Context: an optimization exercise on an open-source flow, tuned for a short achievable clock period and few clock cycles. The choices shown serve that exercise and are no tape-out recipe.
RTL that was checked went through simulation tests only; none was proved equivalent to the original.
Function not checked in runs 2 and 3: the RTL went through the layout flow alone.
In every run shown here, the design's own scripts or RTL, not TritonCTS, make the clock network.
The clock port is modelled as an ideal driver, which makes a skipped or thinned clock tree look cheaper than it is; a real chip needs a root buffer or a tree.

==> flow/design.v (outline; a module is shown in full before it is edited, if it fits) <==
// module lsp_booth_pp: 144 lines
// module lsp_dadda_mac: 652 lines
// module lsp_dadda32: 519 lines
// module lsp_prev_engine: 227 lines
// module lsp_sign_reg: 7 lines
module lsp_prev_engine
#(
  parameter int M      = 10,
  parameter int NP     = 4,
  parameter int SHIFT  = 3,
  parameter int ADDR_W = 11,
  parameter int DATA_W = 32
) (
  input  logic              clk,
  input  logic              reset,
  input  logic              start,
  input  logic              mode,
  input  logic [ADDR_W-1:0] x_base,
  input  logic [ADDR_W-1:0] g_base,
  input  logic [ADDR_W-1:0] fp_base,
  input  logic [ADDR_W-1:0] fg_base,
  input  logic [ADDR_W-1:0] out_base,
  input  logic [DATA_W-1:0] readIn,
  output logic [ADDR_W-1:0] readAddr,
  output logic [ADDR_W-1:0] writeAddr,
  output logic [DATA_W-1:0] writeOut,
  output logic              writeEn,
  output logic              busy,
  output logic              done
);
  // ...
==> flow/flow/run.sh <==
#!/bin/bash
# The standard layout (standard.sh), with:
#  - repair_timing aiming for a large setup margin (10 ns) (the SDC and its clock
#    period are unchanged) and resizing not limited to the same footprint;
#  - flow/cts_tree.tcl in place of TritonCTS: a balanced two-level clock
#    tree of inverter pairs (the clock port drives 4 root clkinv_16, each
#    drives leaf clkinv_8, each leaf drives a cluster of registers).
# make's full output goes to flow_make.log; ORFS's per-step logs stay in orfs/logs.
set -euo pipefail
bash standard.sh SETUP_SLACK_MARGIN=10.0 MATCH_CELL_FOOTPRINT=0 \
  PRE_CTS_TCL="$PWD/flow/cts_tree.tcl" \
  TREE_ROOT_CELL=sky130_fd_sc_hd__clkinv_16 TREE_LEAF_CELL=sky130_fd_sc_hd__clkinv_8 \
  finish > flow_make.log 2>&1
==> flow/flow/cts_tree.tcl <==

proc my_two_level_tree { args } {
  set per_leaf 24
  if { [info exists ::env(TREE_SINKS_PER_LEAF)] } {
    set per_leaf $::env(TREE_SINKS_PER_LEAF)
  }
  set db [ord::get_db]
  set block [ord::get_db_block]
  set clknet [$block findNet clk]
  set root_cell sky130_fd_sc_hd__clkbuf_16
  set leaf_cell sky130_fd_sc_hd__clkbuf_16
  if { [info exists ::env(TREE_ROOT_CELL)] } { set root_cell $::env(TREE_ROOT_CELL) }
  if { [info exists ::env(TREE_LEAF_CELL)] } { set leaf_cell $::env(TREE_LEAF_CELL) }
  set rmaster [$db findMaster $root_cell]
  set lmaster [$db findMaster $leaf_cell]
  # output pin: X for buffers, Y for inverters
  set rout [expr {[string match *clkinv* $root_cell] ? "Y" : "X"}]
  set lout [expr {[string match *clkinv* $leaf_cell] ? "Y" : "X"}]

  # registers' clock pins and their positions
  set sinks {}
  foreach it [$clknet getITerms] {
    set inst [$it getInst]
    set bb [$inst getBBox]
    set x [expr {([$bb xMin] + [$bb xMax]) / 2.0}]
    set y [expr {([$bb yMin] + [$bb yMax]) / 2.0}]
    lappend sinks [list $it $x $y]
  }
  set n [llength $sinks]
  set k [expr {max(1, int(ceil(double($n) / $per_leaf)))}]
  puts "tree: $n sinks, $k leaf buffers"

  # k-means, seeded by sorting on x then y in strips
  set sorted [lsort -real -index 1 $sinks]
  set cx {}; set cy {}
  for {set c 0} {$c < $k} {incr c} {
    set s [lindex $sorted [expr {int(($c + 0.5) * $n / $k)}]]
    lappend cx [lindex $s 1]; lappend cy [lindex $s 2]
  }
  set assign [lrepeat $n 0]
  for {set iter 0} {$iter < 40} {incr iter} {
    # balanced assignment: each cluster takes at most cap sinks
    set cap [expr {int(ceil(double($n) / $k)) + 2}]
    set cnt [lrepeat $k 0]
    set pairs {}
    for {set i 0} {$i < $n} {incr i} {
      set s [lindex $sinks $i]
      set x [lindex $s 1]; set y [lindex $s 2]
      set d {}
      for {set c 0} {$c < $k} {incr c} {
        lappend d [list $c [expr {abs($x - [lindex $cx $c]) + abs($y - [lindex $cy $c])}]]
      }
      set d [lsort -real -index 1 $d]
      # regret: how much worse the second choice is
      set reg [expr {[llength $d] > 1 ? [lindex $d 1 1] - [lindex $d 0 1] : 0}]
      lappend pairs [list $i $reg $d]
    }
    set pairs [lsort -real -decreasing -index 1 $pairs]
    foreach p $pairs {
      set i [lindex $p 0]
      foreach cd [lindex $p 2] {
        set c [lindex $cd 0]
        if {[lindex $cnt $c] < $cap} {
          lset assign $i $c
          lset cnt $c [expr {[lindex $cnt $c] + 1}]
          break
        }
      }
    }
    set sx [lrepeat $k 0.0]; set sy [lrepeat $k 0.0]
    for {set i 0} {$i < $n} {incr i} {
      set c [lindex $assign $i]
      set s [lindex $sinks $i]
      lset sx $c [expr {[lindex $sx $c] + [lindex $s 1]}]
      lset sy $c [expr {[lindex $sy $c] + [lindex $s 2]}]
    }
    for {set c 0} {$c < $k} {incr c} {
      if {[lindex $cnt $c] > 0} {
        lset cx $c [expr {[lindex $sx $c] / [lindex $cnt $c]}]
        lset cy $c [expr {[lindex $sy $c] / [lindex $cnt $c]}]
      }
    }
  }

  set nr [expr {min(4, $k)}]
  set lsorted {}
  for {set c 0} {$c < $k} {incr c} {
    lappend lsorted [list $c [lindex $cx $c] [lindex $cy $c]]
  }
  set lsorted [lsort -real -index 1 $lsorted]
  set rx {}; set ry {}
  for {set r 0} {$r < $nr} {incr r} {
    set s [lindex $lsorted [expr {int(($r + 0.5) * $k / $nr)}]]
    lappend rx [lindex $s 1]; lappend ry [lindex $s 2]
  }
  set lgrp [lrepeat $k 0]
  for {set iter 0} {$iter < 40} {incr iter} {
    set rcap [expr {int(ceil(double($k) / $nr)) + 1}]
    set rcnt [lrepeat $nr 0]
    set pairs {}
    for {set c 0} {$c < $k} {incr c} {
      set d {}
      for {set r 0} {$r < $nr} {incr r} {
        lappend d [list $r [expr {abs([lindex $cx $c] - [lindex $rx $r]) + abs([lindex $cy $c] - [lindex $ry $r])}]]
      }
      set d [lsort -real -index 1 $d]
      set reg [expr {[llength $d] > 1 ? [lindex $d 1 1] - [lindex $d 0 1] : 0}]
      lappend pairs [list $c $reg $d]
    }
    set pairs [lsort -real -decreasing -index 1 $pairs]
    foreach p $pairs {
      set c [lindex $p 0]
      foreach rd [lindex $p 2] {
        set r [lindex $rd 0]
        if {[lindex $rcnt $r] < $rcap} {
          lset lgrp $c $r
          lset rcnt $r [expr {[lindex $rcnt $r] + 1}]
          break
        }
      }
    }
    set sx [lrepeat $nr 0.0]; set sy [lrepeat $nr 0.0]
    for {set c 0} {$c < $k} {incr c} {
      set r [lindex $lgrp $c]
      lset sx $r [expr {[lindex $sx $r] + [lindex $cx $c]}]
      lset sy $r [expr {[lindex $sy $r] + [lindex $cy $c]}]
    }
    for {set r 0} {$r < $nr} {incr r} {
      if {[lindex $rcnt $r] > 0} {
        lset rx $r [expr {[lindex $sx $r] / [lindex $rcnt $r]}]
        lset ry $r [expr {[lindex $sy $r] / [lindex $rcnt $r]}]
      }
    }
  }
  set rootnets {}
  for {set r 0} {$r < $nr} {incr r} {
    set root [odb::dbInst_create $block $rmaster clkbuf_root_$r]
    $root setLocation [expr {int([lindex $rx $r])}] [expr {int([lindex $ry $r])}]
    $root setPlacementStatus PLACED
    set rootnet [odb::dbNet_create $block clknet_root_$r]
    $rootnet setSigType CLOCK
    [$root findITerm A] connect $clknet
    [$root findITerm $rout] connect $rootnet
    lappend rootnets $rootnet
  }

  set leafnets {}
  for {set c 0} {$c < $k} {incr c} {
    set b [odb::dbInst_create $block $lmaster clkbuf_leaf_$c]
    $b setLocation [expr {int([lindex $cx $c])}] [expr {int([lindex $cy $c])}]
    $b setPlacementStatus PLACED
    set net [odb::dbNet_create $block clknet_leaf_$c]
    $net setSigType CLOCK
    [$b findITerm A] connect [lindex $rootnets [lindex $lgrp $c]]
    [$b findITerm $lout] connect $net
    lappend leafnets $net
  }
  puts "tree: leaves per root $rcnt"
  for {set i 0} {$i < $n} {incr i} {
    set it [lindex [lindex $sinks $i] 0]
    $it disconnect
    $it connect [lindex $leafnets [lindex $assign $i]]
  }
  puts "tree: cluster sizes $cnt"
}

rename clock_tree_synthesis my_orig_clock_tree_synthesis
proc clock_tree_synthesis { args } {
  my_two_level_tree
}
==> flow/standard.sh <==
#!/bin/bash
# synth_recipe.tcl (not shown) runs the flow's synth.tcl, then flattens the netlist and writes it again
# the make line also repeats each setting of config.mk as NAME=value (left out here)
make -C /OpenROAD-flow-scripts/flow DESIGN_CONFIG=/design/flow/config.mk WORK_HOME=/design/flow/orfs CLKGATE_MAP_FILE= SYNTH_SCRIPT=/design/flow/synth_recipe.tcl "${@:-finish}"
==> flow/config.mk <==
export PLATFORM = sky130hd
export DESIGN_NAME = lsp_prev_engine
export DESIGN_NICKNAME = lsp_prev_engine
export VERILOG_FILES = /design/flow/design.v
export SDC_FILE = /design/flow/constraint.sdc
export NUM_CORES = 4
export LEC_CHECK = 0
export ABC_CLOCK_PERIOD_IN_PS = 3000
export CAP_MARGIN = 20
export CORE_MARGIN = 2
export CORE_UTILIZATION = 55
export SLEW_MARGIN = 20
export SYNTH_HIERARCHICAL = 1
==> flow/constraint.sdc <==
create_clock -name core_clock -period 13.0 [get_ports {clk}]
set_input_delay 2.6000 -clock core_clock [delete_from_list [all_inputs] [get_ports {clk}]]
set_output_delay 2.6000 -clock core_clock [all_outputs]
set_load 0.01 [all_outputs]
==> reports/qor.csv, run 1 <==
metric;value;unit
DRT met1 WL;38.2;mm
die width;242;um
cell taking the most area after synthesis;dfxtp_1;
Max Cap Violations;0;
Largest regs;r_pp: 136 flops, r_tc: 33 flops, r_ts: 33 flops;
Yosys reg bits;532;
final setup TNS;0;ps
Critical Path Sink;r_ts[17]$_DFF_P_;
clock slew at reported path FFs;110;ps
RSZ-0062 raised after global routing;true;
Worst Path Buf+Inv;2;
R2R Path Start;r_pp[16]$_DFF_P_;
final hold violations;0;
GR Layer Usage met2;48.9;%
DRC;0;
run status;timing/DRC/antenna clean;
vias post-DR;21900;
fill count;4504;
vias in the first global route;22300;
largest net degree at the start of global routing;113;
area share of fa/ha/maj cells after synthesis;17.9;%
Worst-Skew Late Latency;250;ps
row count;87;
largest cells by area after synthesis;dfxtp_1 (31%), fa_1 (13%), xnor2_1 (8.6%), edfxtp_1 (5.4%), a22oi_1 (5.1%);
most frequent cells in the layout;dfxtp_1 (392), inv_1 (308), xnor2_1 (300);
total gr overflow;0;
Synth top cells by count;dfxtp_1 (476), inv_1 (324), xnor2_1 (305), a22oi_1 (211), fa_1 (200);
routed wl met2;42.2;mm
Hold Crit Class;register to register;
Critical Path AT;3430;ps
Design Area, Final;36600;um^2
PnR worst setup slack;9690;ps
Multi-In Gates;1814;
reg2reg end;r_ts[17]$_DFF_P_;
final setup violation count;0;
min Tclk post-route;3310;ps
I/O Buffers;131;
predominant post-synthesis flop cell;dfxtp_1;
Testbench counts, summed over its fixed seeds: cycles 20,262.
==> module lsp_prev_engine, before the edit <==
module lsp_prev_engine
#(
  parameter int M      = 10,
  parameter int NP     = 4,
  parameter int SHIFT  = 3,
  parameter int ADDR_W = 11,
  parameter int DATA_W = 32
) (
  input  logic              clk,
  input  logic              reset,
  input  logic              start,
  input  logic              mode,
  input  logic [ADDR_W-1:0] x_base,
  input  logic [ADDR_W-1:0] g_base,
  input  logic [ADDR_W-1:0] fp_base,
  input  logic [ADDR_W-1:0] fg_base,
  input  logic [ADDR_W-1:0] out_base,
  input  logic [DATA_W-1:0] readIn,
  output logic [ADDR_W-1:0] readAddr,
  output logic [ADDR_W-1:0] writeAddr,
  output logic [DATA_W-1:0] writeOut,
  output logic              writeEn,
  output logic              busy,
  output logic              done
);
  localparam logic signed [31:0] MAX_32 = 32'sh7FFF_FFFF;
  localparam logic signed [31:0] MIN_32 = 32'sh8000_0000;
  logic              r_busy, r_done, r_wen;   
  logic              r_idle;           
  logic              r_mode;           
  logic [ADDR_W-1:0] r_raddr, r_waddr, r_wptr;
  logic [ADDR_W-1:0] r_px, r_pg, r_pfp, r_pfg;
  logic [9:0]        r_rph;            
  logic [3:0]        r_rel;            
  logic              r_rlast;          
  logic [9:0]        r_ph1, r_ph2;     
  logic [3:0]        r_wcnt;
  logic              w_start;
  logic              w_wen;            
  assign w_start = start & r_idle;
  logic c_isx, c_isg, c_isfp, c_isfg;    
  logic n_isx, n_isg, n_isfp, n_isfg;    
  always_comb begin
    c_isx  = r_rph[0];
    c_isg  = r_mode ? r_rph[1] : r_rph[9];
    c_isfp = r_mode ? (r_rph[2] | r_rph[4] | r_rph[6] | r_rph[8])
                    : (r_rph[1] | r_rph[3] | r_rph[5] | r_rph[7]);
    c_isfg = r_mode ? (r_rph[3] | r_rph[5] | r_rph[7] | r_rph[9])
                    : (r_rph[2] | r_rph[4] | r_rph[6] | r_rph[8]);
    n_isx  = r_rph[9] & ~r_rlast;
    n_isg  = r_mode ? r_rph[0] : r_rph[8];
    n_isfp = r_mode ? (r_rph[1] | r_rph[3] | r_rph[5] | r_rph[7])
                    : (r_rph[0] | r_rph[2] | r_rph[4] | r_rph[6]);
    n_isfg = r_mode ? (r_rph[2] | r_rph[4] | r_rph[6] | r_rph[8])
                    : (r_rph[1] | r_rph[3] | r_rph[5] | r_rph[7]);
  end
  always_ff @(posedge clk) begin
    if (r_idle) begin
      r_mode  <= mode;
      r_px    <= x_base;
      r_pg    <= g_base;
      r_pfp   <= fp_base;
      r_pfg   <= fg_base;
      r_wptr  <= out_base;
      r_raddr <= x_base;
      r_rel   <= '0;
      r_rlast <= 1'b0;
      r_wcnt  <= '0;
    end else begin
      if (c_isx)  r_px  <= r_px + 1'b1;
      if (c_isg)  r_pg  <= r_pg + 1'b1;
      if (c_isfp) r_pfp <= r_pfp + 1'b1;
      if (c_isfg) r_pfg <= r_pfg + 1'b1;
      r_raddr <= ({ADDR_W{n_isx}}  & r_px)  | ({ADDR_W{n_isg}}  & r_pg) |
                 ({ADDR_W{n_isfp}} & r_pfp) | ({ADDR_W{n_isfg}} & r_pfg);
      if (r_rph[9]) begin
        r_rel   <= r_rel + 1'b1;
        r_rlast <= (r_rel == 4'(M - 2));
      end
      if (w_wen) begin
        r_wptr <= r_wptr + 1'b1;
        r_wcnt <= r_wcnt + 1'b1;
      end
    end
  end
  always_ff @(posedge clk) begin
    if (reset) begin
      r_busy <= 1'b0;
      r_idle <= 1'b1;
      r_rph  <= '0;
      r_ph1  <= '0;
      r_ph2  <= '0;
    end else begin
      r_busy <= w_start | (~r_idle & ~r_done);
      r_idle <= (r_idle & ~start) | (~r_idle & r_done);
      r_rph  <= {r_rph[8:0], (r_rph[9] & ~r_rlast) | w_start};
      r_ph1  <= r_rph;
      r_ph2  <= r_ph1;
    end
  end
  logic signed [15:0] r_din;      
  logic [7:0]         r_one, r_two, r_neg;      
  logic [7:0]         r_negu;                   
  logic [7:0]         r_gone, r_gtwo, r_gneg;   
  logic [135:0]       r_pp;       
  logic [7:0]         r_ppneg;
  logic signed [15:0] r_x;        
  logic               r_wmin, r_wmin_d;         
  logic [32:0]        r_ts, r_tc;    
  logic               r_fv;          
  logic signed [31:0] r_acc;
  logic [15:0]        r_acct;        
  logic [31:0]        r_es, r_ec;    
  logic               r_e1v, r_e2v;
  logic w_sub;
  assign w_sub = ~r_mode;
  logic d_fin, d_init;
  always_comb begin
    d_fin  = r_mode ? r_ph2[9] : r_ph2[8];
    d_init = r_mode ? r_ph2[0] : r_ph2[1];
  end
  function automatic logic [23:0] booth_enc(input logic [15:0] v, input logic flip);
    logic [16:0] e;
    logic [7:0] one, two, neg;
    e = {v, 1'b0};
    for (int i = 0; i < 8; i++) begin
      one[i] = e[2*i+1] ^ e[2*i];
      two[i] = (e[2*i+2] & ~e[2*i+1] & ~e[2*i]) | (~e[2*i+2] & e[2*i+1] & e[2*i]);
      neg[i] = e[2*i+2] ^ flip;
    end
    booth_enc = {one, two, neg};
  endfunction
  logic [135:0] w_pp;
  lsp_booth_pp u_pp (
    .one(r_one), .two(r_two), .neg(r_neg), .b(readIn[15:0]), .pp(w_pp)
  );
  always_ff @(posedge clk) begin
    r_din    <= readIn[15:0];
    {r_one, r_two, r_neg} <= booth_enc(readIn[15:0], w_sub);
    r_negu   <= {readIn[15], readIn[13], readIn[11], readIn[9],
                 readIn[7], readIn[5], readIn[3], readIn[1]};
    r_pp     <= w_pp;
    r_ppneg  <= r_neg;
    r_x      <= r_din;
    r_wmin   <= (readIn[15:0] == 16'h8000);
    r_wmin_d <= r_wmin;
    r_gone   <= r_one;
    r_gtwo   <= r_two;
    r_gneg   <= r_negu;
  end
  logic [32:0] w_ts, w_tc;
  lsp_dadda_mac u_mul (.pp(r_pp), .neg(r_ppneg), .acc(r_acc), .s(w_ts), .c(w_tc));
  logic w_special;
  assign w_special = r_wmin & r_wmin_d;
  always_ff @(posedge clk) begin
    if (w_special) begin
      r_ts <= {r_acc[31], r_acc};
      r_tc <= w_sub ? 33'h1_8000_0001 : 33'h0_7FFF_FFFF;
    end else begin
      r_ts <= w_ts;
      r_tc <= w_tc;
    end
  end
  logic [32:0] w_t;
  logic [31:0] w_sat;
  always_comb begin
    w_t   = r_ts + r_tc;
    w_sat = (w_t[32] != w_t[31]) ? (w_t[32] ? MIN_32 : MAX_32) : w_t[31:0];
  end
  logic [31:0] w_p;
  logic [15:0] w_eres;
  always_comb begin
    w_p = r_es + r_ec;
    if (w_p[31:27] == 5'b00000 || w_p[31:27] == 5'b11111) begin
      w_eres = w_p[27:12];
    end else begin
      w_eres = w_p[31] ? 16'h8000 : 16'h7FFF;
    end
  end
  logic [135:0] w_epp;
  logic [31:0]  w_et_s, w_et_c;
  lsp_booth_pp u_epp (
    .one(r_gone), .two(r_gtwo), .neg(r_gneg), .b(r_acct), .pp(w_epp)
  );
  lsp_dadda32 u_fin (.pp(w_epp), .neg(r_gneg), .s(w_et_s), .c(w_et_c));
  logic [15:0] r_wout;
  logic        w_wsign;
  assign w_wsign = r_mode ? w_t[32] : w_p[31];
  logic [15:0] w_wsx;
  for (genvar i = 0; i < 16; i++) begin : g_sx
    lsp_sign_reg u_sx (.clk(clk), .d(w_wsign), .q(w_wsx[i]));
  end
  assign w_wen = r_mode ? r_fv : r_e2v;
  always_ff @(posedge clk) begin
    if (d_init) begin
      r_acc <= r_mode ? 32'h0 : {r_x, 16'h0000};
    end else begin
      r_acc <= w_sat;
    end
    r_acct <= w_sat[31:16];
    r_es <= w_et_s;
    r_ec <= w_et_c;
    r_wout   <= r_mode ? w_sat[31:16] : w_eres;
    r_waddr <= r_wptr;
  end
  always_ff @(posedge clk) begin
    if (reset) begin
      r_fv   <= 1'b0;
      r_e1v  <= 1'b0;
      r_e2v  <= 1'b0;
      r_wen  <= 1'b0;
      r_done <= 1'b0;
    end else begin
      r_fv   <= d_fin;
      r_e1v  <= r_fv & ~r_mode;
      r_e2v  <= r_e1v;
      r_wen  <= w_wen;
      r_done <= w_wen & (r_wcnt == 4'(M - 1));
    end
  end
  assign readAddr  = r_raddr;
  assign writeAddr = r_waddr;
  assign writeOut  = {w_wsx, r_wout};
  assign writeEn   = r_wen;
  assign busy      = r_busy;
  assign done      = r_done;
endmodule
==> inputs of run 2 (changes only) <==
--- a/flow/design.v
+++ b/flow/design.v
@@ -142,6 +142,149 @@
   assign pp[134] = ((one[7] & b[15]) | (two[7] & b[14])) ^ neg[7];
   assign pp[135] = ~(((one[7] | two[7]) & b[15]) ^ neg[7]);
 endmodule
+module lsp_booth_pp2 (
+  input  logic [7:0]   one_a, two_a, neg_a,
+  input  logic [7:0]   one_b, two_b, neg_b,
+  input  logic [15:0]  b_a, b_b,
+  output logic [135:0] pp
+);
+  assign pp[0] = (one_a[0] & b_a[0]) ^ neg_a[0];
+  assign pp[1] = ((one_a[0] & b_a[1]) | (two_a[0] & b_a[0])) ^ neg_a[0];
+  assign pp[2] = ((one_a[0] & b_a[2]) | (two_a[0] & b_a[1])) ^ neg_a[0];
+  assign pp[3] = ((one_a[0] & b_a[3]) | (two_a[0] & b_a[2])) ^ neg_a[0];
+  assign pp[4] = ((one_a[0] & b_a[4]) | (two_a[0] & b_a[3])) ^ neg_a[0];
+  assign pp[5] = ((one_a[0] & b_a[5]) | (two_a[0] & b_a[4])) ^ neg_a[0];
+  assign pp[6] = ((one_a[0] & b_a[6]) | (two_a[0] & b_a[5])) ^ neg_a[0];
+  assign pp[7] = ((one_a[0] & b_a[7]) | (two_a[0] & b_a[6])) ^ neg_a[0];
+  assign pp[8] = ((one_a[0] & b_a[8]) | (two_a[0] & b_a[7])) ^ neg_a[0];
+  assign pp[9] = ((one_b[0] & b_a[9]) | (two_b[0] & b_a[8])) ^ neg_b[0];
+  assign pp[10] = ((one_b[0] & b_a[10]) | (two_b[0] & b_a[9])) ^ neg_b[0];
+  assign pp[11] = ((one_b[0] & b_a[11]) | (two_b[0] & b_a[10])) ^ neg_b[0];
+  assign pp[12] = ((one_b[0] & b_a[12]) | (two_b[0] & b_a[11])) ^ neg_b[0];
+  assign pp[13] = ((one_b[0] & b_a[13]) | (two_b[0] & b_a[12])) ^ neg_b[0];
+  assign pp[14] = ((one_b[0] & b_a[14]) | (two_b[0] & b_a[13])) ^ neg_b[0];
+  assign pp[15] = ((one_b[0] & b_a[15]) | (two_b[0] & b_a[14])) ^ neg_b[0];
+  assign pp[16] = ~(((one_b[0] | two_b[0]) & b_a[15]) ^ neg_b[0]);
+  assign pp[17] = (one_a[1] & b_a[0]) ^ neg_a[1];
+  assign pp[18] = ((one_a[1] & b_a[1]) | (two_a[1] & b_a[0])) ^ neg_a[1];
+  assign pp[19] = ((one_a[1] & b_a[2]) | (two_a[1] & b_a[1])) ^ neg_a[1];
+  assign pp[20] = ((one_a[1] & b_a[3]) | (two_a[1] & b_a[2])) ^ neg_a[1];
+  assign pp[21] = ((one_a[1] & b_a[4]) | (two_a[1] & b_a[3])) ^ neg_a[1];
+  assign pp[22] = ((one_a[1] & b_a[5]) | (two_a[1] & b_a[4])) ^ neg_a[1];
+  assign pp[23] = ((one_a[1] & b_a[6]) | (two_a[1] & b_a[5])) ^ neg_a[1];
+  assign pp[24] = ((one_a[1] & b_a[7]) | (two_a[1] & b_a[6])) ^ neg_a[1];
+  assign pp[25] = ((one_a[1] & b_a[8]) | (two_a[1] & b_a[7])) ^ neg_a[1];
+  assign pp[26] = ((one_b[1] & b_a[9]) | (two_b[1] & b_a[8])) ^ neg_b[1];
+  assign pp[27] = ((one_b[1] & b_a[10]) | (two_b[1] & b_a[9])) ^ neg_b[1];
+  assign pp[28] = ((one_b[1] & b_a[11]) | (two_b[1] & b_a[10])) ^ neg_b[1];
+  assign pp[29] = ((one_b[1] & b_a[12]) | (two_b[1] & b_a[11])) ^ neg_b[1];
+  assign pp[30] = ((one_b[1] & b_a[13]) | (two_b[1] & b_a[12])) ^ neg_b[1];
+  assign pp[31] = ((one_b[1] & b_a[14]) | (two_b[1] & b_a[13])) ^ neg_b[1];
+  assign pp[32] = ((one_b[1] & b_a[15]) | (two_b[1] & b_a[14])) ^ neg_b[1];
+  assign pp[33] = ~(((one_b[1] | two_b[1]) & b_a[15]) ^ neg_b[1]);
+  assign pp[34] = (one_a[2] & b_a[0]) ^ neg_a[2];
+  assign pp[35] = ((one_a[2] & b_a[1]) | (two_a[2] & b_a[0])) ^ neg_a[2];
+  assign pp[36] = ((one_a[2] & b_a[2]) | (two_a[2] & b_a[1])) ^ neg_a[2];
+  assign pp[37] = ((one_a[2] & b_a[3]) | (two_a[2] & b_a[2])) ^ neg_a[2];
+  assign pp[38] = ((one_a[2] & b_a[4]) | (two_a[2] & b_a[3])) ^ neg_a[2];
+  assign pp[39] = ((one_a[2] & b_a[5]) | (two_a[2] & b_a[4])) ^ neg_a[2];
+  assign pp[40] = ((one_a[2] & b_a[6]) | (two_a[2] & b_a[5])) ^ neg_a[2];
+  assign pp[41] = ((one_a[2] & b_a[7]) | (two_a[2] & b_a[6])) ^ neg_a[2];
+  assign pp[42] = ((one_a[2] & b_a[8]) | (two_a[2] & b_a[7])) ^ neg_a[2];
+  assign pp[43] = ((one_b[2] & b_a[9]) | (two_b[2] & b_a[8])) ^ neg_b[2];
+  assign pp[44] = ((one_b[2] & b_a[10]) | (two_b[2] & b_a[9])) ^ neg_b[2];
+  assign pp[45] = ((one_b[2] & b_a[11]) | (two_b[2] & b_a[10])) ^ neg_b[2];
+  assign pp[46] = ((one_b[2] & b_a[12]) | (two_b[2] & b_a[11])) ^ neg_b[2];
+  assign pp[47] = ((one_b[2] & b_a[13]) | (two_b[2] & b_a[12])) ^ neg_b[2];
+  assign pp[48] = ((one_b[2] & b_a[14]) | (two_b[2] & b_a[13])) ^ neg_b[2];
+  assign pp[49] = ((one_b[2] & b_a[15]) | (two_b[2] & b_a[14])) ^ neg_b[2];
+  assign pp[50] = ~(((one_b[2] | two_b[2]) & b_a[15]) ^ neg_b[2]);
+  assign pp[51] = (one_a[3] & b_a[0]) ^ neg_a[3];
+  assign pp[52] = ((one_a[3] & b_a[1]) | (two_a[3] & b_a[0])) ^ neg_a[3];
+  assign pp[53] = ((one_a[3] & b_a[2]) | (two_a[3] & b_a[1])) ^ neg_a[3];
+  assign pp[54] = ((one_a[3] & b_a[3]) | (two_a[3] & b_a[2])) ^ neg_a[3];
+  assign pp[55] = ((one_a[3] & b_a[4]) | (two_a[3] & b_a[3])) ^ neg_a[3];
+  assign pp[56] = ((one_a[3] & b_a[5]) | (two_a[3] & b_a[4])) ^ neg_a[3];
+  assign pp[57] = ((one_a[3] & b_a[6]) | (two_a[3] & b_a[5])) ^ neg_a[3];
+  assign pp[58] = ((one_a[3] & b_a[7]) | (two_a[3] & b_a[6])) ^ neg_a[3];
+  assign pp[59] = ((one_a[3] & b_a[8]) | (two_a[3] & b_a[7])) ^ neg_a[3];
+  assign pp[60] = ((one_b[3] & b_a[9]) | (two_b[3] & b_a[8])) ^ neg_b[3];
+  assign pp[61] = ((one_b[3] & b_a[10]) | (two_b[3] & b_a[9])) ^ neg_b[3];
+  assign pp[62] = ((one_b[3] & b_a[11]) | (two_b[3] & b_a[10])) ^ neg_b[3];
+  assign pp[63] = ((one_b[3] & b_a[12]) | (two_b[3] & b_a[11])) ^ neg_b[3];
+  assign pp[64] = ((one_b[3] & b_a[13]) | (two_b[3] & b_a[12])) ^ neg_b[3];
+  assign pp[65] = ((one_b[3] & b_a[14]) | (two_b[3] & b_a[13])) ^ neg_b[3];
+  assign pp[66] = ((one_b[3] & b_a[15]) | (two_b[3] & b_a[14])) ^ neg_b[3];
+  assign pp[67] = ~(((one_b[3] | two_b[3]) & b_a[15]) ^ neg_b[3]);
+  assign pp[68] = (one_a[4] & b_b[0]) ^ neg_a[4];
+  assign pp[69] = ((one_a[4] & b_b[1]) | (two_a[4] & b_b[0])) ^ neg_a[4];
+  assign pp[70] = ((one_a[4] & b_b[2]) | (two_a[4] & b_b[1])) ^ neg_a[4];
+  assign pp[71] = ((one_a[4] & b_b[3]) | (two_a[4] & b_b[2])) ^ neg_a[4];
+  assign pp[72] = ((one_a[4] & b_b[4]) | (two_a[4] & b_b[3])) ^ neg_a[4];
+  assign pp[73] = ((one_a[4] & b_b[5]) | (two_a[4] & b_b[4])) ^ neg_a[4];
+  assign pp[74] = ((one_a[4] & b_b[6]) | (two_a[4] & b_b[5])) ^ neg_a[4];
+  assign pp[75] = ((one_a[4] & b_b[7]) | (two_a[4] & b_b[6])) ^ neg_a[4];
+  assign pp[76] = ((one_a[4] & b_b[8]) | (two_a[4] & b_b[7])) ^ neg_a[4];
+  assign pp[77] = ((one_b[4] & b_b[9]) | (two_b[4] & b_b[8])) ^ neg_b[4];
+  assign pp[78] = ((one_b[4] & b_b[10]) | (two_b[4] & b_b[9])) ^ neg_b[4];
+  assign pp[79] = ((one_b[4] & b_b[11]) | (two_b[4] & b_b[10])) ^ neg_b[4];
+  assign pp[80] = ((one_b[4] & b_b[12]) | (two_b[4] & b_b[11])) ^ neg_b[4];
+  assign pp[81] = ((one_b[4] & b_b[13]) | (two_b[4] & b_b[12])) ^ neg_b[4];
+  assign pp[82] = ((one_b[4] & b_b[14]) | (two_b[4] & b_b[13])) ^ neg_b[4];
+  assign pp[83] = ((one_b[4] & b_b[15]) | (two_b[4] & b_b[14])) ^ neg_b[4];
+  assign pp[84] = ~(((one_b[4] | two_b[4]) & b_b[15]) ^ neg_b[4]);
+  assign pp[85] = (one_a[5] & b_b[0]) ^ neg_a[5];
+  assign pp[86] = ((one_a[5] & b_b[1]) | (two_a[5] & b_b[0])) ^ neg_a[5];
+  assign pp[87] = ((one_a[5] & b_b[2]) | (two_a[5] & b_b[1])) ^ neg_a[5];
+  assign pp[88] = ((one_a[5] & b_b[3]) | (two_a[5] & b_b[2])) ^ neg_a[5];
+  assign pp[89] = ((one_a[5] & b_b[4]) | (two_a[5] & b_b[3])) ^ neg_a[5];
+  assign pp[90] = ((one_a[5] & b_b[5]) | (two_a[5] & b_b[4])) ^ neg_a[5];
+  assign pp[91] = ((one_a[5] & b_b[6]) | (two_a[5] & b_b[5])) ^ neg_a[5];
+  assign pp[92] = ((one_a[5] & b_b[7]) | (two_a[5] & b_b[6])) ^ neg_a[5];
+  assign pp[93] = ((one_a[5] & b_b[8]) | (two_a[5] & b_b[7])) ^ neg_a[5];
+  assign pp[94] = ((one_b[5] & b_b[9]) | (two_b[5] & b_b[8])) ^ neg_b[5];
+  assign pp[95] = ((one_b[5] & b_b[10]) | (two_b[5] & b_b[9])) ^ neg_b[5];
+  assign pp[96] = ((one_b[5] & b_b[11]) | (two_b[5] & b_b[10])) ^ neg_b[5];
+  assign pp[97] = ((one_b[5] & b_b[12]) | (two_b[5] & b_b[11])) ^ neg_b[5];
+  assign pp[98] = ((one_b[5] & b_b[13]) | (two_b[5] & b_b[12])) ^ neg_b[5];
+  assign pp[99] = ((one_b[5] & b_b[14]) | (two_b[5] & b_b[13])) ^ neg_b[5];
+  assign pp[100] = ((one_b[5] & b_b[15]) | (two_b[5] & b_b[14])) ^ neg_b[5];
+  assign pp[101] = ~(((one_b[5] | two_b[5]) & b_b[15]) ^ neg_b[5]);
+  assign pp[102] = (one_a[6] & b_b[0]) ^ neg_a[6];
+  assign pp[103] = ((one_a[6] & b_b[1]) | (two_a[6] & b_b[0])) ^ neg_a[6];
+  assign pp[104] = ((one_a[6] & b_b[2]) | (two_a[6] & b_b[1])) ^ neg_a[6];
+  assign pp[105] = ((one_a[6] & b_b[3]) | (two_a[6] & b_b[2])) ^ neg_a[6];
+  assign pp[106] = ((one_a[6] & b_b[4]) | (two_a[6] & b_b[3])) ^ neg_a[6];
+  assign pp[107] = ((one_a[6] & b_b[5]) | (two_a[6] & b_b[4])) ^ neg_a[6];
+  assign pp[108] = ((one_a[6] & b_b[6]) | (two_a[6] & b_b[5])) ^ neg_a[6];
+  assign pp[109] = ((one_a[6] & b_b[7]) | (two_a[6] & b_b[6])) ^ neg_a[6];
+  assign pp[110] = ((one_a[6] & b_b[8]) | (two_a[6] & b_b[7])) ^ neg_a[6];
+  assign pp[111] = ((one_b[6] & b_b[9]) | (two_b[6] & b_b[8])) ^ neg_b[6];
+  assign pp[112] = ((one_b[6] & b_b[10]) | (two_b[6] & b_b[9])) ^ neg_b[6];
+  assign pp[113] = ((one_b[6] & b_b[11]) | (two_b[6] & b_b[10])) ^ neg_b[6];
+  assign pp[114] = ((one_b[6] & b_b[12]) | (two_b[6] & b_b[11])) ^ neg_b[6];
+  assign pp[115] = ((one_b[6] & b_b[13]) | (two_b[6] & b_b[12])) ^ neg_b[6];
+  assign pp[116] = ((one_b[6] & b_b[14]) | (two_b[6] & b_b[13])) ^ neg_b[6];
+  assign pp[117] = ((one_b[6] & b_b[15]) | (two_b[6] & b_b[14])) ^ neg_b[6];
+  assign pp[118] = ~(((one_b[6] | two_b[6]) & b_b[15]) ^ neg_b[6]);
+  assign pp[119] = (one_a[7] & b_b[0]) ^ neg_a[7];
+  assign pp[120] = ((one_a[7] & b_b[1]) | (two_a[7] & b_b[0])) ^ neg_a[7];
+  assign pp[121] = ((one_a[7] & b_b[2]) | (two_a[7] & b_b[1])) ^ neg_a[7];
+  assign pp[122] = ((one_a[7] & b_b[3]) | (two_a[7] & b_b[2])) ^ neg_a[7];
+  assign pp[123] = ((one_a[7] & b_b[4]) | (two_a[7] & b_b[3])) ^ neg_a[7];
+  assign pp[124] = ((one_a[7] & b_b[5]) | (two_a[7] & b_b[4])) ^ neg_a[7];
+  assign pp[125] = ((one_a[7] & b_b[6]) | (two_a[7] & b_b[5])) ^ neg_a[7];
+  assign pp[126] = ((one_a[7] & b_b[7]) | (two_a[7] & b_b[6])) ^ neg_a[7];
+  assign pp[127] = ((one_a[7] & b_b[8]) | (two_a[7] & b_b[7])) ^ neg_a[7];
+  assign pp[128] = ((one_b[7] & b_b[9]) | (two_b[7] & b_b[8])) ^ neg_b[7];
+  assign pp[129] = ((one_b[7] & b_b[10]) | (two_b[7] & b_b[9])) ^ neg_b[7];
+  assign pp[130] = ((one_b[7] & b_b[11]) | (two_b[7] & b_b[10])) ^ neg_b[7];
+  assign pp[131] = ((one_b[7] & b_b[12]) | (two_b[7] & b_b[11])) ^ neg_b[7];
+  assign pp[132] = ((one_b[7] & b_b[13]) | (two_b[7] & b_b[12])) ^ neg_b[7];
+  assign pp[133] = ((one_b[7] & b_b[14]) | (two_b[7] & b_b[13])) ^ neg_b[7];
+  assign pp[134] = ((one_b[7] & b_b[15]) | (two_b[7] & b_b[14])) ^ neg_b[7];
+  assign pp[135] = ~(((one_b[7] | two_b[7]) & b_b[15]) ^ neg_b[7]);
+endmodule
 module lsp_dadda_mac (
   input  logic [135:0] pp,
   input  logic [7:0]  neg,
@@ -1342,6 +1485,7 @@
   localparam logic signed [31:0] MIN_32 = 32'sh8000_0000;
   logic              r_busy, r_done, r_wen;   
   logic              r_idle;           
+  logic              r_fin;            
   logic              r_mode;           
   logic [ADDR_W-1:0] r_raddr, r_waddr, r_wptr;
   logic [ADDR_W-1:0] r_px, r_pg, r_pfp, r_pfg;
@@ -1382,10 +1526,10 @@
       r_rlast <= 1'b0;
       r_wcnt  <= '0;
     end else begin
-      if (c_isx)  r_px  <= r_px + 1'b1;
-      if (c_isg)  r_pg  <= r_pg + 1'b1;
-      if (c_isfp) r_pfp <= r_pfp + 1'b1;
-      if (c_isfg) r_pfg <= r_pfg + 1'b1;
+      r_px  <= r_px  + ADDR_W'(c_isx);
+      r_pg  <= r_pg  + ADDR_W'(c_isg);
+      r_pfp <= r_pfp + ADDR_W'(c_isfp);
+      r_pfg <= r_pfg + ADDR_W'(c_isfg);
       r_raddr <= ({ADDR_W{n_isx}}  & r_px)  | ({ADDR_W{n_isg}}  & r_pg) |
                  ({ADDR_W{n_isfp}} & r_pfp) | ({ADDR_W{n_isfg}} & r_pfg);
       if (r_rph[9]) begin
@@ -1406,8 +1550,8 @@
       r_ph1  <= '0;
       r_ph2  <= '0;
     end else begin
-      r_busy <= w_start | (~r_idle & ~r_done);
-      r_idle <= (r_idle & ~start) | (~r_idle & r_done);
+      r_busy <= w_start | (~r_idle & ~r_fin);
+      r_idle <= (r_idle & ~start) | (~r_idle & r_fin);
       r_rph  <= {r_rph[8:0], (r_rph[9] & ~r_rlast) | w_start};
       r_ph1  <= r_rph;
       r_ph2  <= r_ph1;
@@ -1416,7 +1560,8 @@
   logic signed [15:0] r_din;      
   logic [7:0]         r_one, r_two, r_neg;      
   logic [7:0]         r_negu;                   
-  logic [7:0]         r_gone, r_gtwo, r_gneg;   
+  logic [7:0]         w_gone_a, w_gtwo_a, w_gneg_a, w_gone_b, w_gtwo_b, w_gneg_b;
+  logic [15:0]        w_acct_a, w_acct_b;
   logic [135:0]       r_pp;       
   logic [7:0]         r_ppneg;
   logic signed [15:0] r_x;        
@@ -1424,7 +1569,6 @@
   logic [32:0]        r_ts, r_tc;    
   logic               r_fv;          
   logic signed [31:0] r_acc;
-  logic [15:0]        r_acct;        
   logic [31:0]        r_es, r_ec;    
   logic               r_e1v, r_e2v;
   logic w_sub;
@@ -1459,9 +1603,6 @@
     r_x      <= r_din;
     r_wmin   <= (readIn[15:0] == 16'h8000);
     r_wmin_d <= r_wmin;
-    r_gone   <= r_one;
-    r_gtwo   <= r_two;
-    r_gneg   <= r_negu;
   end
   logic [32:0] w_ts, w_tc;
   lsp_dadda_mac u_mul (.pp(r_pp), .neg(r_ppneg), .acc(r_acc), .s(w_ts), .c(w_tc));
@@ -1494,10 +1635,18 @@
   end
   logic [135:0] w_epp;
   logic [31:0]  w_et_s, w_et_c;
-  lsp_booth_pp u_epp (
-    .one(r_gone), .two(r_gtwo), .neg(r_gneg), .b(r_acct), .pp(w_epp)
+  lsp_dreg #(.W(24)) u_gd_a (.clk(clk), .d({r_one, r_two, r_negu}),
+                             .q({w_gone_a, w_gtwo_a, w_gneg_a}));
+  lsp_dreg #(.W(24)) u_gd_b (.clk(clk), .d({r_one, r_two, r_negu}),
+                             .q({w_gone_b, w_gtwo_b, w_gneg_b}));
+  lsp_dreg #(.W(16)) u_t_a (.clk(clk), .d(w_sat[31:16]), .q(w_acct_a));
+  lsp_dreg #(.W(16)) u_t_b (.clk(clk), .d(w_sat[31:16]), .q(w_acct_b));
+  lsp_booth_pp2 u_epp (
+    .one_a(w_gone_a), .two_a(w_gtwo_a), .neg_a(w_gneg_a),
+    .one_b(w_gone_b), .two_b(w_gtwo_b), .neg_b(w_gneg_b),
+    .b_a(w_acct_a), .b_b(w_acct_b), .pp(w_epp)
   );
-  lsp_dadda32 u_fin (.pp(w_epp), .neg(r_gneg), .s(w_et_s), .c(w_et_c));
+  lsp_dadda32 u_fin (.pp(w_epp), .neg(w_gneg_a), .s(w_et_s), .c(w_et_c));
   logic [15:0] r_wout;
   logic        w_wsign;
   assign w_wsign = r_mode ? w_t[32] : w_p[31];
@@ -1512,7 +1661,6 @@
     end else begin
       r_acc <= w_sat;
     end
-    r_acct <= w_sat[31:16];
     r_es <= w_et_s;
     r_ec <= w_et_c;
     r_wout   <= r_mode ? w_sat[31:16] : w_eres;
@@ -1525,12 +1673,14 @@
       r_e2v  <= 1'b0;
       r_wen  <= 1'b0;
       r_done <= 1'b0;
+      r_fin  <= 1'b0;
     end else begin
       r_fv   <= d_fin;
       r_e1v  <= r_fv & ~r_mode;
       r_e2v  <= r_e1v;
       r_wen  <= w_wen;
       r_done <= w_wen & (r_wcnt == 4'(M - 1));
+      r_fin  <= w_wen & r_wcnt[3] & r_wcnt[0];
     end
   end
   assign readAddr  = r_raddr;
@@ -1547,3 +1697,12 @@
 );
   always_ff @(posedge clk) q <= d;
 endmodule
+module lsp_dreg #(
+  parameter int W = 1
+) (
+  input  logic         clk,
+  input  logic [W-1:0] d,
+  output logic [W-1:0] q
+);
+  always_ff @(posedge clk) q <= d;
+endmodule
==> flow/flow/run.sh (replaced) <==
#!/bin/bash
# The standard layout (standard.sh), with:
#  - repair_timing aiming for a large setup margin (the SDC and its clock
#    period are unchanged) and resizing not limited to the same footprint;
#  - flow/cts_tree.tcl in place of TritonCTS: a balanced two-level clock
#    tree of inverter pairs (the clock port drives 4 root clkinv_16, each
#    drives leaf clkinv_8, each leaf drives a cluster of registers).
# make's full output goes to flow_make.log; ORFS's per-step logs stay in orfs/logs.
set -euo pipefail
bash standard.sh SETUP_SLACK_MARGIN=9.6 MATCH_CELL_FOOTPRINT=0 \
  PRE_CTS_TCL="$PWD/flow/cts_tree.tcl" \
  TREE_ROOT_CELL=sky130_fd_sc_hd__clkinv_16 TREE_LEAF_CELL=sky130_fd_sc_hd__clkinv_8 \
  finish > flow_make.log 2>&1
==> run 2 against run 1 <==
Effect of this change: still clean on timing, DRC and antenna; via count is 5.7% lower; utilization shrank 6.8 points; global-route usage is 3.5 points lower; worst setup slack lost 91 ps; sequential share of layout area increased by 4.0 points; wire length shrank 12%; hold slack gained 3.2 ps; die area grew 2.4%; highest routed layer unchanged.
==> reports/qor.csv, run 2 <==
metric;value;unit;change
mapped cell area;31800;um^2;was 31000 um^2
most frequent cells in the layout;dfxtp_1 (557), inv_1 (327), xnor2_1 (310);;was dfxtp_1 (392), inv_1 (308), xnor2_1 (300)
Crit. End Element;register;;unchanged
GPL Wtd Cong;0.885;;was 0.870
min Tclk post-route;3400;ps;was 3310 ps
Synth Instances;3037;;was 3008
Largest regs;r_pp: 136 flops, r_tc: 33 flops, r_ts: 33 flops;;unchanged
total gr overflow;0;;unchanged
max reg flops;136;;unchanged
commonest non-fill, non-tap cell in the layout;dfxtp_1;;unchanged
vias in the first global route;21200;;was 22300
first-pass GRT wire length;122;mm;was 134 mm
largest cells by area after synthesis;dfxtp_1 (36%), fa_1 (13%), xnor2_1 (8.5%), ha_1 (5.0%), a22oi_1 (4.2%);;was dfxtp_1 (31%), fa_1 (13%), xnor2_1 (8.6%), edfxtp_1 (5.4%), a22oi_1 (5.1%)
clock slew at reported path FFs;90;ps;was 110 ps
Hold Crit Class;register to register;;unchanged
Vias per Instance;5.59;;was 5.70
Initial Utilization;55.4;%;about the same
Synth cell types;93;;was 87
worst clock skew;79.0;ps;was 67.0 ps
Hold Path Cell Cnt;0;;unchanged
Worst-Margin Slew;1200;ps;was 1000 ps
final hold violations;0;;unchanged
Design Area, Final;33600;um^2;was 36600 um^2
Synth top cells by count;dfxtp_1 (570), inv_1 (328), xnor2_1 (310), fa_1 (200), a22oi_1 (177);;was dfxtp_1 (476), inv_1 (324), xnor2_1 (305), a22oi_1 (211), fa_1 (200)
FF-to-FF setup slack;9600;ps;was 9690 ps
area share of the leading cell type in the synthesized netlist;35.9;%;was 30.7%
critical-path maximum fanout;5;;was 1
largest reg by FF count;r_pp;;unchanged
initial antenna violation count;1;;was 2
layout cells sized above 1;12.4;%;was 31.7%
Routed WL per cell;21.1;um;was 23.0 um
fill count;4924;;was 4504
die width;244;um;was 242 um
most common cell in the netlist;dfxtp_1;;unchanged
cts hold-fix bufs;0;;unchanged
I/O Buffers;131;;unchanged
run status;timing/DRC/antenna clean;;unchanged
largest net degree at the start of global routing;107;;was 113
post-synthesis sequential area ratio;37.0;%;was 36.1%
Worst-Skew Late Latency;260;ps;was 250 ps
RSZ-0062 raised after global routing;true;;unchanged
IO Count;148;;unchanged
Max Cap Violations;0;;unchanged
R2R Path Start;r_ts[6]$_DFF_P_;;was r_pp[16]$_DFF_P_
Synth async-reset ratio;0;%;unchanged
worst-case reg-to-reg path depth;11;;was 8
vias post-DR;20700;;was 21900
GR Util All Layers;25.9;%;was 29.3%
core area;57400;um^2;was 56100 um^2
drt pass-1 iters;5;;unchanged
die area;59700;um^2;was 58300 um^2
predominant post-synthesis flop cell;dfxtp_1;;unchanged
YS warnings;10;;was 8
Critical Path AT;3470;ps;was 3430 ps
crit path launch type;register;;unchanged
Initial DRC Count;1437;;was 1606
dpl cell area;31700;um^2;was 31800 um^2
WHS Endpoint;r_x[2]$_DFF_P_;;was r_x[5]$_DFF_P_
die height;244;um;was 242 um
Layout area overhead;5.60;%;was 18.0%
Fmax achieved;294;MHz;was 302 MHz
hpwl dp;53.7;mm;was 54.5 mm
final setup TNS;0;ps;unchanged
DRC;0;;unchanged
Mapped Avg Cell Area;10.5;um^2;was 10.3 um^2
reg2reg end;r_wout[13]$_DFF_P_;;was r_ts[17]$_DFF_P_
final setup violation count;0;;unchanged
cell taking the most area after synthesis;dfxtp_1;;unchanged
kind of critical path;register to register;;unchanged
final WL;77.9;mm;was 88.6 mm
EDFF count, synth;12;;was 56
row count;88;;was 87
Yosys reg bits;582;;was 532
relative slew slack;19.8;%;was 33.0%
WP data required;13070;ps;was 13120 ps
Tcrit/Tclk final;26.2;%;was 25.5%
Slew Viols, Final;0;;unchanged
Final ANT Viol Nets;0;;unchanged
# nets final;3351;;was 3509
worst min-delay path startpoint;r_din[2]$_DFF_P_;;was r_negu[2]$_DFF_P_
[run 2: cell types whose count changed in the layout (fill, tap and decap cells not counted), moves of 42 or more]
cell            previous run  this run
a22oi_2                  181        98
dfxtp_1                  392       557
buf_4                    138        39
o21ai_0                   47       102
dlymetal6s2s_1             1        68
dfxtp_2                   55        13
buf_6                    105         5
a22oi_1                   76       160
edfxtp_1                  56        12
[run 2: cell type report]
cell class	count	area, um^2	share of cell area, %
diodes	1	2.50	0.00746
flip-flops and latches	582	11800	35.1
well taps	765	957	2.85
inverters	357	1760	5.25
repair buffers	202	2390	7.12
multi-input cells	1790	16700	49.6
[run 2: modules after synthesis (local to each module, per instance), a selection]
module           times used  cells inside
lsp_prev_engine           1          1570
lsp_dadda_mac             1           371
lsp_booth_pp2             1           350
lsp_dadda32               1           307
lsp_booth_pp              1           343
lsp_sign_reg             16             1
[run 2: worst max-delay path: stages, from the launching register on]
cell       delay, ps
dfxtp_1          320
ha_1             360
a2111oi_1        450
o21ai_1          240
a311oi_2         330
buf_4            190
a21oi_1          110
o21a_1           220
nor2_2           150
o211ai_1         170
xnor2_1          240
a222oi_1         450
[run 2: kinds of logic after synthesis]
logic type / count (synthesis) / share of synthesized area, %
flops: 582 / 37.0
simple gates: 394 / 6.14
compound gates: 634 / 15.1
xor+xnor: 378 / 10.4
fa+ha+maj: 329 / 17.7
mux: 51 / 1.78
other cells: 3 / 0.0354
buf+inv: 666 / 11.8
[run 2: how the worst max path moves through the flow]
| stage | slack [ps] | cells past startpoint | from | to |
|---|---|---|---|---|
| 6_report | 9600 | 11 | r_ts[6]$_DFF_P_ | r_wout[13]$_DFF_P_ |
| 2_1_floorplan | 9660 | 9 | r_pp[16]$_DFF_P_ | r_ts[17]$_DFF_P_ |
| 4_1_cts | 9470 | 4 | readIn[11] | r_wmin$_DFF_P_ |
| 3_3_place_gp | 8490 | 4 | readIn[14] | r_wmin$_DFF_P_ |
| 5_1_grt | 9430 | 11 | r_ts[6]$_DFF_P_ | r_wout[13]$_DFF_P_ |
| 3_5_place_dp | 8470 | 4 | readIn[14] | r_wmin$_DFF_P_ |
[run 2: per-layer routing]
layer | up-vias | part of all wire [%] | GRT usage, % | wire length, um
met5 | - | 0 | 0 | 0
met4 | 0 | 2.7 | 6.21 | 2110
met3 | 135 | 4.4 | 2.04 | 3450
met2 | 519 | 48 | 44.4 | 37500
met1 | 10300 | 45 | 35.6 | 34800
li1 | 9682 | - | - | -
[run 2: stage by stage]
step / util (%) / setup slack, ps / hold slack (ps) / cells
2_1_floorplan: - / 9660 / 310 / 3038
3_3_place_gp: 55.3 / 8490 / 311 / 3620
3_5_place_dp: 55.3 / 8470 / 312 / 3621
4_1_cts: 58.2 / 9470 / 312 / 3687
5_1_grt: 58.5 / 9430 / 344 / 3696
6_report: 58.5 / 9600 / 333 / 3697
[run 2: timing repair]
item,CTS,global route
pin swaps,9,10
setup endpoints to repair,378,88
resized for setup,244,51
gates cloned,17,0
setup buffers,20,9
==> inputs of run 3 (changes only) <==
--- a/flow/flow/run.sh
+++ b/flow/flow/run.sh
@@ -7,7 +7,7 @@
 #    drives leaf clkinv_8, each leaf drives a cluster of registers).
 # make's full output goes to flow_make.log; ORFS's per-step logs stay in orfs/logs.
 set -euo pipefail
-bash standard.sh SETUP_SLACK_MARGIN=9.6 MATCH_CELL_FOOTPRINT=0 \
+bash standard.sh SETUP_SLACK_MARGIN=10.0 MATCH_CELL_FOOTPRINT=0 \
   PRE_CTS_TCL="$PWD/flow/cts_tree.tcl" \
   TREE_ROOT_CELL=sky130_fd_sc_hd__clkinv_16 TREE_LEAF_CELL=sky130_fd_sc_hd__clkinv_8 \
   finish > flow_make.log 2>&1
==> run 3 against run 2 <==
Effect of this change: still clean; fmax rose by 2.4%; design area is 12% higher; cell count is 4.5% higher; clock skew fell by 31 ps.
==> reports/qor.csv, run 3 <==
metric;value;unit;change
dpl cell area;32400;um^2;was 31700 um^2
GR Layer Usage met2;48.2;%;was 44.4%
Global Route met1 Usage;37.4;%;was 35.6%
IO Count;148;;unchanged
Critical Path AT;3460;ps;was 3470 ps
Synth async-reset ratio;0;%;unchanged
core area;57400;um^2;unchanged
Final ANT Viol Nets;0;;unchanged
I/O Buffers;131;;unchanged
Synth top cells by count;dfxtp_1 (570), inv_1 (328), xnor2_1 (310), fa_1 (200), a22oi_1 (177);;unchanged
fin util;65.3;%;was 58.5%
RSZ-0062 raised after global routing;true;;unchanged
Synth Instances;3037;;unchanged
EDFF count, synth;12;;unchanged
Worst-Skew Late Latency;260;ps;about the same
run status;timing/DRC/antenna clean;;unchanged
Worst-Margin Slew;1310;ps;was 1200 ps
post-synthesis sequential area ratio;37.0;%;unchanged
clock slew at reported path FFs;100;ps;was 90 ps
WP data required;13140;ps;was 13070 ps
GR Util All Layers;27.9;%;was 25.9%
Hold Crit Class;register to register;;unchanged
largest cells by area after synthesis;dfxtp_1 (36%), fa_1 (13%), xnor2_1 (8.5%), ha_1 (5.0%), a22oi_1 (4.2%);;unchanged
die height;244;um;unchanged
most frequent cells in the layout;dfxtp_1 (470), inv_1 (307), xnor2_1 (302);;was dfxtp_1 (557), inv_1 (327), xnor2_1 (310)
PnR worst setup slack;9680;ps;was 9600 ps
first-pass GRT wire length;129;mm;was 122 mm
Vias per Instance;5.61;;was 5.59
total gr overflow;0;;unchanged
Design Area, Final;37400;um^2;was 33600 um^2
Slew Viols, Final;0;;unchanged
# nets final;3518;;was 3351
Ant. Diodes;0;;was 1
mapped cell area;31800;um^2;unchanged
critical path's largest stage delay;550;ps;was 450 ps
vias in the first global route;22000;;was 21200
Max Cap Violations;0;;unchanged
FF-to-FF setup slack;9680;ps;was 9600 ps
most common cell in the netlist;dfxtp_1;;unchanged
Initial Utilization;55.4;%;unchanged
Yosys reg bits;582;;unchanged
crit path launch type;register;;unchanged
area share of the leading cell type in the synthesized netlist;35.9;%;unchanged
max reg flops;136;;unchanged
final setup violation count;0;;unchanged
largest net degree at the start of global routing;106;;was 107
Routed WL per cell;22.4;um;was 21.1 um
Fmax achieved;301;MHz;was 294 MHz
drt pass-1 iters;5;;unchanged
CP most frequent cell;fa_2;;
die width;244;um;unchanged
cell taking the most area after synthesis;dfxtp_1;;unchanged
GPL Wtd Cong;0.905;;was 0.885
critical-path maximum fanout;1;;was 5
hpwl dp;53.7;mm;about the same
Tcrit/Tclk final;25.6;%;was 26.2%
Mapped Avg Cell Area;10.5;um^2;unchanged
Cell Chain, Critical Path;inv_2 > fa_1 > inv_1 > fa_2 > fa_2 > fa_1 > fa_2 > mux2_4;;was ha_1 > a2111oi_1 > o21ai_1 > a311oi_2 > buf_4 > a21oi_1 > o21a_1 > nor2_2 > o211ai_1 > xnor2_1 > a222oi_1
Largest regs;r_pp: 136 flops, r_tc: 33 flops, r_ts: 33 flops;;unchanged
DRC;0;;unchanged
vias post-DR;21700;;was 20700
initial antenna violation count;0;;was 1
predominant post-synthesis flop cell;dfxtp_1;;unchanged
die area;59700;um^2;unchanged
Top Usage Layer GRT;met2;;unchanged
slowest CP cell;fa_1;;was a2111oi_1
commonest non-fill, non-tap cell in the layout;dfxtp_1;;unchanged
met3 Usage GRT;2.46;%;was 2.04%
worst clock skew;48.3;ps;was 79.0 ps
Crit. End Element;register;;unchanged
final WL;86.5;mm;was 77.9 mm
pre-CTS setup slack;8810;ps;was 8470 ps
final setup TNS;0;ps;unchanged
Initial DRC Count;1400;;was 1437
row count;88;;unchanged
relative slew slack;12.6;%;was 19.8%
YS warnings;10;;unchanged
final hold violations;0;;unchanged
CP top delay family;adder cells;;was compound AO/OA/AOI/OAI gates
Layout area overhead;17.8;%;was 5.60%
Synth cell types;93;;unchanged
min Tclk post-route;3320;ps;was 3400 ps
kind of critical path;register to register;;unchanged
largest reg by FF count;r_pp;;unchanged
layout cells sized above 1;32.0;%;was 12.4%
Worst Path Buf+Inv;2;;was 1
==> run 3: cell count changes in the layout (fill, tap and decap cells not counted), sizes merged <==
| cell | previous run | this run |
|---|---|---|
| buf | 62 | 311 |
| diode | 1 | 0 |
| nand2 | 127 | 129 |
| clkbuf | 40 | 52 |
| o21ai | 135 | 136 |
| clkdlybuf4s50 | 32 | 0 |
| dlymetal6s2s | 68 | 3 |
==> run 3: final timing paths <==
kind	from	endpoint	cells past startpoint
worst max-delay path	r_pp[46]$_DFF_P_	r_ts[17]$_DFF_P_	8
worst min-delay path	r_din[14]$_DFF_P_	r_x[14]$_DFF_P_	0
worst max register to register	r_pp[46]$_DFF_P_	r_ts[17]$_DFF_P_	8
worst min register to register	r_din[14]$_DFF_P_	r_x[14]$_DFF_P_	0
==> run 3: modules after synthesis, one instance, submodules excluded, excerpt <==
module | flip-flops and latches | times used | cells inside | cell area [um^2]
lsp_sign_reg | 1 | 16 | 1 | 20.0
lsp_dadda32 | 0 | 1 | 307 | 2990
lsp_prev_engine | 486 | 1 | 1570 | 17100
lsp_dadda_mac | 0 | 1 | 371 | 3730
lsp_booth_pp2 | 0 | 1 | 350 | 3100
lsp_booth_pp | 0 | 1 | 343 | 2890
==> run 3: cells by family after synthesis <==
kind of cell | Yosys count | synth area share, %
AO/OA/AOI/OAI | 634 | 15.1
XOR/XNOR | 378 | 10.4
adder cells (fa/ha/maj) | 329 | 17.7
buffers and inverters | 666 | 11.8
flip-flops | 582 | 37.0
multiplexers | 51 | 1.78
other | 3 | 0.0354
AND/OR/NAND/NOR | 394 | 6.14
==> run 3: metal layers <==
metal	up-vias	part of all wire [%]	wire length, um
met5	-	0	0
met4	0	3.4	2910
met3	159	4.6	3940
met2	564	49	42000
met1	10900	43	37600
li1	10000	-	-
==> run 3: layout make-up <==
class / instances / area (um^2)
fillers: 4492 / 19900
multi-input cells: 1793 / 18400
well taps: 765 / 957
repair buffers: 366 / 4340
inverters: 357 / 1770
flip-flops and latches: 582 / 12000
==> run 3: stage by stage <==
| stage | cells | hold slack (ps) |
|---|---|---|
| 2_1_floorplan | 3038 | 310 |
| 3_3_place_gp | 3630 | 312 |
| 4_1_cts | 3784 | 312 |
| 6_report | 3863 | 332 |
| 5_1_grt | 3863 | 338 |
| 3_5_place_dp | 3630 | 312 |
==> run 3: worst reg2reg max path, cell delays in order, from the launching register on <==
cell	delay [ps]
dfxtp_2	340
inv_2	40
fa_1	550
inv_1	60
fa_2	540
fa_2	450
fa_1	540
fa_2	440
mux2_4	260
==> run 3: repair_timing <==
action / CTS / global route
pin swaps: 132 / 142
cloned: 39 / 4
buffers inserted: 86 / 75
gates resized for setup: 855 / 257
hold buffers: 0 / 0
setup endpoints to repair: 438 / 288

[static timing again, ports no longer ideal]
How much do the figures lean on ideal ports? The routed layouts below were timed once more, with nothing changed but the port constraints. Step 1: set_driving_cell puts a clkbuf_16 on clk and a buf_2 on each other input, an assumption about the parent block. Step 2 also shifts input and output timing later by t, the mid clock arrival at the registers, as if the neighbouring blocks saw the same clock. a / b / c = no drivers / after step 1 / after step 2; a / b = the first two.
| run | t (ns) | setup slack, ns | worst hold slack (ns) |
|---|---|---|---|
| run 1 | 0.480 | 9.690 / 9.431 / 9.578 | 0.330 / 0.330 / 0.330 |
| run 2 | 0.471 | 9.598 / 9.378 / 9.428 | 0.333 / 0.334 / 0.334 |
| run 3 | 0.477 | 9.678 / 9.470 / 9.517 | 0.332 / 0.332 / 0.332 |
After both steps setup and hold are still met in every run listed. The setup slack of run 2, which loses most, moves by -0.220 ns with the drivers and by -0.170 ns with both steps.
